Source: an optimization exercise on an open RTL-to-GDS flow (aim: small area, a short achievable clock period and few clock cycles per item). Production flows keep margins and buffers that such runs may drop.
Only simulation tests tie the RTL to the original design; equivalence was not proved.
Power and IR drop assume default switching activity.

## P
// md_block_padder
module md_block_padder (
  input  wire logic        clk,
  input  wire logic        rst_n,
  input  wire logic        in_tvalid,
  output logic             in_tready,
  input  wire logic [7:0]  in_tdata,    
  input  wire logic [0:0]  in_tuser,    
  input  wire logic        in_tlast,    
  output logic             out_tvalid,
  input  wire logic        out_tready,
  output logic [39:0]      out_tdata,   
  output logic [0:0]       out_tuser,   
  output logic             out_tlast,   
  input  wire logic        cfg_valid,
  output logic             cfg_ready,
  input  wire logic [0:0]  cfg_data     
);
clock: 5.0 ns
lec_check: 0
cap_margin: 20
core_margin: 2
core_utilization: 55
setup_slack_margin: 2.8
slew_margin: 20
run.sh (not shown) runs the stock make flow with config.mk's settings and CLKGATE_MAP_FILE= SYNTH_SCRIPT=/design/flow/synth_recipe.tcl, a recipe that flattens the netlist after the stock synthesis.
No stage failed in P, and the final checks on the layout all came back clean.
Testbench counts of P, summed over its fixed seeds: cycles 36,349, bytes 33,373.
### P -> Q
Settings: CORE_UTILIZATION changed from 55 to 40.
Notes after the runs:
- Filler cell count in the final layout ends up higher on Q.
- Compared with P, in Q fraction of power consumed by sequential logic decreased 0.8 points; starting density of the core decreased 15 points; buffer share of cell area decreased 1.2 points.
- P -> Q: number of placement rows increased by more than 10%
- Delta (Q minus P): per-instance average area after synthesis held; final clock period utilization by the worst path down 0.64 points; setup slack after layout increased by 32 ps relative to the old numbers.
- Compared with P, Q instantiates a larger number of cells.
- The higher final hold slack came out of Q.
Modified inputs, R compared to Q
Settings: SETUP_SLACK_MARGIN now 3.3, was 2.8.
==> flow/flow/run.sh (new file) <==
#!/bin/bash
# The standard layout (standard.sh: the ORFS run, standard synthesis
# unchanged), with two changes: the port buffers are buf_4 cells instead of the
# delay cells buffer_ports picks by default, and the resizer may swap a cell
# for one of another footprint. make's full output goes to flow_make.log.
set -euo pipefail
bash standard.sh MATCH_CELL_FOOTPRINT=0 \
  'BUFFER_PORTS_ARGS=-buffer_cell sky130_fd_sc_hd__buf_4' \
  finish > flow_make.log 2>&1
test -f out/final.def
==> flow/standard.sh (new file) <==
#!/bin/bash
# synth_recipe.tcl (not shown) runs the flow's synth.tcl, then flattens the netlist and writes it again
# the make line also repeats each setting of config.mk as NAME=value (left out here)
make -C /OpenROAD-flow-scripts/flow DESIGN_CONFIG=/design/flow/config.mk WORK_HOME=/design/flow/orfs CLKGATE_MAP_FILE= SYNTH_SCRIPT=/design/flow/synth_recipe.tcl "${@:-finish}"
removed: flow/run.sh
[summary]
R closes out successfully: all stages finished, all timing, DRC and antenna checks passed.
Source-to-sink clock delay at the later pin of the worst-skew pair across R and Q: no real change.
Power: R draws more than Q
Logic gate share of total power was higher in R than in Q.
In R, count of filler cells inserted in the layout is lower than in Q.
When R is measured against Q, its clock network contribution to total cell area turns out 1.0 points lower.
Summary of R over Q: clock network power dropped about 2%, global-route usage climbed 1.9 points, routed length per instance climbed 3.1%, number of resized instances in the post-cts repair step climbed about 40%.
From Q to R the numbers moved as follows: via count increased 1415, met2 layer usage reported by global route increased 3.1 points.
Setup changes, R to S
Settings: SETUP_SLACK_MARGIN now 2.8, was 3.3.
Results
- R leaves more setup margin than S.
- No stage failed in S, and the final checks on the layout all came back clean.
- Looking at total power, S sits above R.
- Taking S as 1.0, R lands at 1.13 on number of inverters outside the clock class in the layout.
- | net switching component of the power | higher: R |
- On part of the power in registers: between S and R, it ends up lower for S.
- Final area: S vs R down 4400 um2
- Diff R -> S: flip-flop and latch share of the layout cell area up 7.4 points; ratio of cells with drive above 1 in the final layout down 18 points.
- Delta (S minus R): global-route usage went down by 2.5 points, cell area after placement saw a decrease, number of global-route vias before repair -1457.

run 1:
The RTL this note starts from:
==> flow/design.v <==
`default_nettype none
module md_block_padder (
  input  wire logic        clk,
  input  wire logic        rst_n,
  input  wire logic        in_tvalid,
  output logic             in_tready,
  input  wire logic [7:0]  in_tdata,    
  input  wire logic [0:0]  in_tuser,    
  input  wire logic        in_tlast,    
  output logic             out_tvalid,
  input  wire logic        out_tready,
  output logic [39:0]      out_tdata,   
  output logic [0:0]       out_tuser,   
  output logic             out_tlast,   
  input  wire logic        cfg_valid,
  output logic             cfg_ready,
  input  wire logic [0:0]  cfg_data     
);
  localparam logic [1:0] BLK_DATA = 2'd0;   
  localparam logic [1:0] BLK_PAD  = 2'd1;   
  localparam logic [1:0] BLK_MARK = 2'd2;   
  localparam logic [1:0] BLK_LEN  = 2'd3;   
  logic [7:0]  mem [64];
  logic [5:0]  fill_r;      
  logic [54:0] blk_r;       
  logic        binc_r;      
  logic [3:0]  bcy_r;       
  logic        pend_r;      
  logic        job_r;       
  logic [1:0]  jt_r;        
  logic [5:0]  lim_r;       
  logic        jlast_r;     
  logic        jfol_r;      
  logic        jdat_r;      
  logic [3:0]  rp_r;        
  logic [15:0] rh_r;        
  logic [3:0]  wl_r;        
  logic [15:0] ww_r;        
  logic        len_be_r;
  logic        rdy_r;       
  logic        ov_r;
  logic [31:0] od_r;
  logic [3:0]  oi_r;
  logic        ou_r;
  logic        ol_r;
  logic        acc, wr, tl, load;
  logic [5:0]  fill_n1, n_end;
  logic [31:0] word_nxt;
  logic [63:0] bits;
  logic [31:0] len_lo, len_hi;
  logic [31:0] mword;
  logic [3:0]  den, mk;
  logic        ov_n, pend_n, job_n, jlast_n, jfol_n, jdat_n, blk_clr, blk_inc;
  logic [1:0]  jt_n;
  logic [5:0]  fill_n, lim_n;
  logic [3:0]  rp_n;
  logic [15:0] rh_n, ww_n;
  logic [3:0]  wl_n;
  logic        rdy_n;
  assign cfg_ready = 1'b1;
  assign in_tready = rdy_r;
  assign acc       = in_tvalid && rdy_r;
  assign wr        = acc && in_tuser[0];
  assign tl        = acc && in_tlast;
  assign fill_n1   = fill_r + 6'd1;
  assign n_end     = wr ? fill_n1 : fill_r;
  assign load      = job_r && (!ov_r || out_tready);
  assign bits = {blk_r, lim_r, 3'b000};
  always_comb begin
    for (int b = 0; b < 4; b++) begin
      len_lo[8*b +: 8] = len_be_r ? bits[8*(7-b) +: 8] : bits[8*b +: 8];
      len_hi[8*b +: 8] = len_be_r ? bits[8*(3-b) +: 8] : bits[8*(4+b) +: 8];
    end
  end
  always_comb begin
    logic [5:0] pos;
    mword = '0;
    for (int p = 0; p < 64; p++) begin
      mword[8*(p%4) +: 8] = mword[8*(p%4) +: 8] | (mem[p] & {8{rh_r[p/4]}});
    end
    for (int l = 0; l < 4; l++) begin
      pos    = {rp_r, 2'(l)};
      den[l] = (jt_r == BLK_DATA) || ((jt_r != BLK_LEN) && (pos < lim_r));
      mk[l]  = ((jt_r == BLK_PAD) || (jt_r == BLK_MARK)) && (pos == lim_r);
    end
  end
  always_comb begin
    for (int l = 0; l < 4; l++) begin
      word_nxt[8*l +: 8] = (mword[8*l +: 8] & {8{den[l]}}) | {mk[l], 7'd0};
    end
    if ((jt_r == BLK_PAD) || (jt_r == BLK_LEN)) begin
      word_nxt = word_nxt | (len_lo & {32{rh_r[14]}}) | (len_hi & {32{rh_r[15]}});
    end
  end
  always_comb begin
    ov_n    = load || (ov_r && !out_tready);
    pend_n  = pend_r;
    job_n   = job_r;
    jt_n    = jt_r;
    lim_n   = lim_r;
    jlast_n = jlast_r;
    jfol_n  = jfol_r;
    jdat_n  = jdat_r;
    rp_n    = rp_r;
    rh_n    = rh_r;
    fill_n  = fill_r;
    blk_clr = 1'b0;
    blk_inc = 1'b0;
    if (load) begin
      rp_n = rp_r + 4'd1;
      rh_n = {rh_r[14:0], rh_r[15]};
      if (rp_r == 4'd15) begin
        if (jfol_r) begin
          jt_n    = (jt_r == BLK_DATA) ? BLK_PAD : BLK_LEN;
          if (jt_r == BLK_DATA) lim_n = '0;
          jlast_n = 1'b1;
          jfol_n  = 1'b0;
          jdat_n  = 1'b0;
        end else begin
          job_n = 1'b0;
          if ((jt_r == BLK_PAD) || (jt_r == BLK_LEN)) blk_clr = 1'b1;
        end
      end
    end
    if (pend_r && !job_r) begin
      pend_n  = 1'b0;
      job_n   = 1'b1;
      jt_n    = (fill_r[5:3] == 3'd7) ? BLK_MARK : BLK_PAD;
      lim_n   = fill_r;
      jlast_n = (fill_r[5:3] != 3'd7);
      jfol_n  = (fill_r[5:3] == 3'd7);
      jdat_n  = (fill_r != 6'd0);
      fill_n  = '0;
    end
    if (acc) begin
      if (wr) fill_n = fill_n1;
      if (wr && (fill_r == 6'd63)) begin
        blk_inc = 1'b1;
        job_n   = 1'b1;
        jt_n    = BLK_DATA;
        jlast_n = !in_tlast;
        jfol_n  = in_tlast;
        jdat_n  = 1'b1;
      end else if (tl) begin
        if (job_r) begin
          pend_n = 1'b1;
        end else begin
          job_n   = 1'b1;
          jt_n    = (n_end[5:3] == 3'd7) ? BLK_MARK : BLK_PAD;
          lim_n   = n_end;
          jlast_n = (n_end[5:3] != 3'd7);
          jfol_n  = (n_end[5:3] == 3'd7);
          jdat_n  = (n_end != 6'd0);
          fill_n  = '0;
        end
      end
    end
  end
  always_comb begin
    logic x_lt, x_eq, x_m1, x_p1;   
    logic ld, ov1, ws, nj, j1, d1, hz, full;
    logic [1:0] ro;                 
    x_lt = rp_r < fill_r[5:2];
    x_eq = rp_r == fill_r[5:2];
    x_m1 = (rp_r + 4'd1) == fill_r[5:2];
    x_p1 = rp_r == (fill_r[5:2] + 4'd1);
    ws   = wr && (fill_r[1:0] == 2'd3);
    nj   = (wr && (fill_r == 6'd63)) || ((tl || pend_r) && !job_r);
    full = wr ? (fill_r == 6'd62) : (fill_r == 6'd63);
    for (int o = 0; o < 2; o++) begin
      ld  = job_r && (!ov_r || (o == 1));
      ov1 = ld || (ov_r && (o == 0));
      j1  = job_r && !(ld && (rp_r == 4'd15) && !jfol_r);
      d1  = jdat_r && !(ld && (rp_r == 4'd15) && jfol_r);
      case ({ld, ws})
        2'b10:   hz = (x_lt && !x_m1) || (x_m1 && ov1);
        2'b01:   hz = x_lt || x_eq || (x_p1 && ov1);
        default: hz = x_lt || (x_eq && ov1);
      endcase
      if (nj)
        ro[o] = !ov1;
      else
        ro[o] = !(pend_r || (tl && job_r)) && !(j1 && ((d1 && hz) || full));
    end
    rdy_n = out_tready ? ro[1] : ro[0];
  end
  always_comb begin
    wl_n = wl_r;
    ww_n = ww_r;
    if (wr) begin
      wl_n = {wl_r[2:0], wl_r[3]};
      if (wl_r[3]) ww_n = {ww_r[14:0], ww_r[15]};
    end
    if ((pend_r || tl) && !job_r && !(wr && (fill_r == 6'd63))) begin
      wl_n = 4'd1;
      ww_n = 16'd1;
    end
  end
  always_ff @(posedge clk) begin
    for (int p = 0; p < 64; p++) begin
      if (wr && ww_r[p/4] && wl_r[p%4]) mem[p] <= in_tdata;
    end
  end
  always_ff @(posedge clk) begin
    if (load) begin
      od_r <= word_nxt;
      oi_r <= rp_r;
      ou_r <= (jt_r == BLK_PAD) || (jt_r == BLK_LEN);
      ol_r <= jlast_r && rh_r[15];
    end
  end
  always_ff @(posedge clk) begin
    if (!rst_n) begin
      ov_r     <= 1'b0;
      fill_r   <= '0;
      blk_r    <= '0;
      binc_r   <= 1'b0;
      bcy_r    <= '0;
      pend_r   <= 1'b0;
      job_r    <= 1'b0;
      jt_r     <= BLK_DATA;
      lim_r    <= '0;
      jlast_r  <= 1'b0;
      jfol_r   <= 1'b0;
      jdat_r   <= 1'b0;
      rp_r     <= '0;
      rh_r     <= 16'd1;
      wl_r     <= 4'd1;
      ww_r     <= 16'd1;
      rdy_r    <= 1'b0;
      len_be_r <= 1'b0;
    end else begin
      if (cfg_valid) len_be_r <= cfg_data[0];
      ov_r    <= ov_n;
      fill_r  <= fill_n;
      pend_r  <= pend_n;
      job_r   <= job_n;
      jt_r    <= jt_n;
      lim_r   <= lim_n;
      jlast_r <= jlast_n;
      jfol_r  <= jfol_n;
      jdat_r  <= jdat_n;
      rp_r    <= rp_n;
      rh_r    <= rh_n;
      wl_r    <= wl_n;
      ww_r    <= ww_n;
      rdy_r   <= rdy_n;
      binc_r <= blk_inc;
      if (blk_clr) begin
        blk_r <= '0;
        bcy_r <= '0;
      end else begin
        for (int k = 0; k < 5; k++) begin
          if ((k == 0) ? binc_r : bcy_r[k-1]) blk_r[11*k +: 11] <= blk_r[11*k +: 11] + 11'd1;
        end
        for (int k = 0; k < 4; k++) begin
          bcy_r[k] <= ((k == 0) ? binc_r : bcy_r[k-1]) && (&blk_r[11*k +: 11]);
        end
      end
    end
  end
  assign out_tvalid = ov_r;
  assign out_tdata  = {4'h0, oi_r, od_r};
  assign out_tuser  = ou_r;
  assign out_tlast  = ol_r;
endmodule
`default_nettype wire
Settings: LEC_CHECK=0, CAP_MARGIN=20, CORE_MARGIN=2, CORE_UTILIZATION=50, SETUP_SLACK_MARGIN=2.9, SLEW_MARGIN=20; clock period 5.0 ns.
standard.sh (not shown) runs the stock make flow with config.mk's settings and CLKGATE_MAP_FILE= SYNTH_SCRIPT=/design/flow/synth_recipe.tcl, a recipe that flattens the netlist after the stock synthesis.
==> flow/flow/run.sh <==
#!/bin/bash
# The standard layout (standard.sh: the ORFS run, standard synthesis
# unchanged), with these changes: the port buffers are buf_4 cells instead of
# the delay cells buffer_ports picks by default, the resizer may swap a cell
# for one of another footprint, and clock tree synthesis makes larger sink
# clusters (fewer clock buffers) and adds no dummy loads.
# make's full output goes to flow_make.log.
set -euo pipefail
bash standard.sh MATCH_CELL_FOOTPRINT=0 \
  'BUFFER_PORTS_ARGS=-buffer_cell sky130_fd_sc_hd__buf_4' \
  'CTS_ARGS=-sink_clustering_enable -repair_clock_nets -dont_use_dummy_load -sink_clustering_size 24 -sink_clustering_max_diameter 80' \
  finish > flow_make.log 2>&1
test -f out/final.def
Every stage of the flow completed for run 1, and the final layout passed the timing, design-rule and antenna checks.
Testbench counts of run 1, summed over its fixed seeds: cycles 36,349, bytes 33,373.
Input-level comparison between run 2 and run 1:
Settings: CORE_UTILIZATION changed from 50 to 40; SETUP_SLACK_MARGIN changed from 2.9 to 2.8.
==> comparison <==
The area of all placed cells without fillers of run 2 falls short of that of run 1 by about 0.6%.
Total power: run 2 below run 1
Run 2 vs run 1 — final core utilization dropped 11 points.
Number of port buffers came out exactly the same in run 1 and run 2.
Delta (run 2 minus run 1): combinational share of power roughly the same, clock network power consumption went down about 2%.
[run 2] post-placement setup slack rose 0.29 ns relative to run 1
The following lists how run 3 was set up differently from run 2:
Settings: changing SETUP_SLACK_MARGIN from 2.8 to 3.2.
==> flow/flow/run.sh <==
#!/bin/bash
# The standard layout (standard.sh: the ORFS run, standard synthesis
# unchanged), with three changes: the port buffers are buf_4 cells instead of
# the delay cells buffer_ports picks by default, the resizer may swap a cell
# for one of another footprint, and clock tree synthesis adds no dummy loads.
# make's full output goes to flow_make.log.
set -euo pipefail
bash standard.sh MATCH_CELL_FOOTPRINT=0 \
  'BUFFER_PORTS_ARGS=-buffer_cell sky130_fd_sc_hd__buf_4' \
  'CTS_ARGS=-sink_clustering_enable -repair_clock_nets -dont_use_dummy_load' \
  finish > flow_make.log 2>&1
test -f out/final.def
==> comparison <==
Run 3 has completed all stages; timing, DRC and antenna checks passed. Run 3: clock share of power is 7.3 points higher than what run 2 reported. The number of buffers created by CTS of run 3 exceeds that of run 2 by 86%. Per the comparison of run 3 with run 2, total detailed-routing wirelength higher; total power higher; utilization higher; met3 routed wirelength higher; final cell count higher. Run 3 vs run 2, worst-case setup margin in the final layout went up by 0.046 ns.
The following lists how run 4 was set up differently from run 3:
Settings: SETUP_SLACK_MARGIN changed from 3.2 to 3.0.
-- flow/flow/run.sh --
<<< run 3, line 3
# unchanged), with three changes: the port buffers are buf_4 cells instead of
>>> run 4, line 3
# unchanged), with these changes: the port buffers are buf_4 cells instead of
<<< run 3, line 5
# for one of another footprint, and clock tree synthesis adds no dummy loads.
>>> run 4, line 5
# for one of another footprint, and clock tree synthesis makes larger sink
# clusters (fewer clock buffers) and adds no dummy loads.
<<< run 3, line 10
  'CTS_ARGS=-sink_clustering_enable -repair_clock_nets -dont_use_dummy_load' \
>>> run 4, line 11
  'CTS_ARGS=-sink_clustering_enable -repair_clock_nets -dont_use_dummy_load -sink_clustering_size 24 -sink_clustering_max_diameter 80' \
### Flow results
- Reported for run 4 and run 3, final count of negative-setup-slack endpoints turned out identical to the last digit.
- Summary: overall via count from detail_route, run 4 better than run 3
- Of the two values seen for worst setup path endpoint, out_tdata[25] was produced by run 3 and out_tdata[19] by run 4.
- On post-layout instance count excluding filler cells: between run 4 and run 3, it ends up higher for run 3.

## static timing again, ports no longer ideal
The results above use ideal ports. As a check the final layouts listed here were re-extracted and re-timed, cells and wires unchanged.
Step 1 (the two cells are an assumption about what drives the block):
set clk [get_ports {clk}]
set_driving_cell -lib_cell sky130_fd_sc_hd__clkbuf_16 $clk
set_driving_cell -lib_cell sky130_fd_sc_hd__buf_2 [delete_from_list [all_inputs] $clk]
Step 2 also shifts input and output timing later by t, the mid clock arrival at the registers, as if the neighbouring blocks saw the same clock.
Slacks: no drivers / after step 1 / after step 2; pairs: no drivers / after step 1.
| run | t, ns | setup slack, ns | worst hold slack (ns) |
|---|---|---|---|
| P | 0.659 | 2.785 / 2.752 / 2.158 | 0.463 / 0.463 / 0.463 |
| Q | 0.662 | 2.817 / 2.778 / 2.202 | 0.490 / 0.490 / 0.490 |
| R | 0.661 | 2.826 / 2.765 / 2.398 | 0.493 / 0.493 / 0.493 |
| S | 0.652 | 2.781 / 2.723 / 2.203 | 0.496 / 0.496 / 0.496 |
| run 1 | 0.633 | 2.817 / 2.754 / 2.306 | 0.505 / 0.505 / 0.505 |
| run 2 | 0.618 | 2.803 / 2.741 / 2.258 | 0.459 / 0.459 / 0.459 |
| run 3 | 0.643 | 2.849 / 2.789 / 2.523 | 0.472 / 0.472 / 0.472 |
| run 4 | 0.629 | 2.840 / 2.779 / 2.437 | 0.488 / 0.488 / 0.488 |
After both steps every run listed still meets setup and hold. The setup slack of P, which loses most, moves by -0.033 ns with the drivers and by -0.627 ns with both steps.
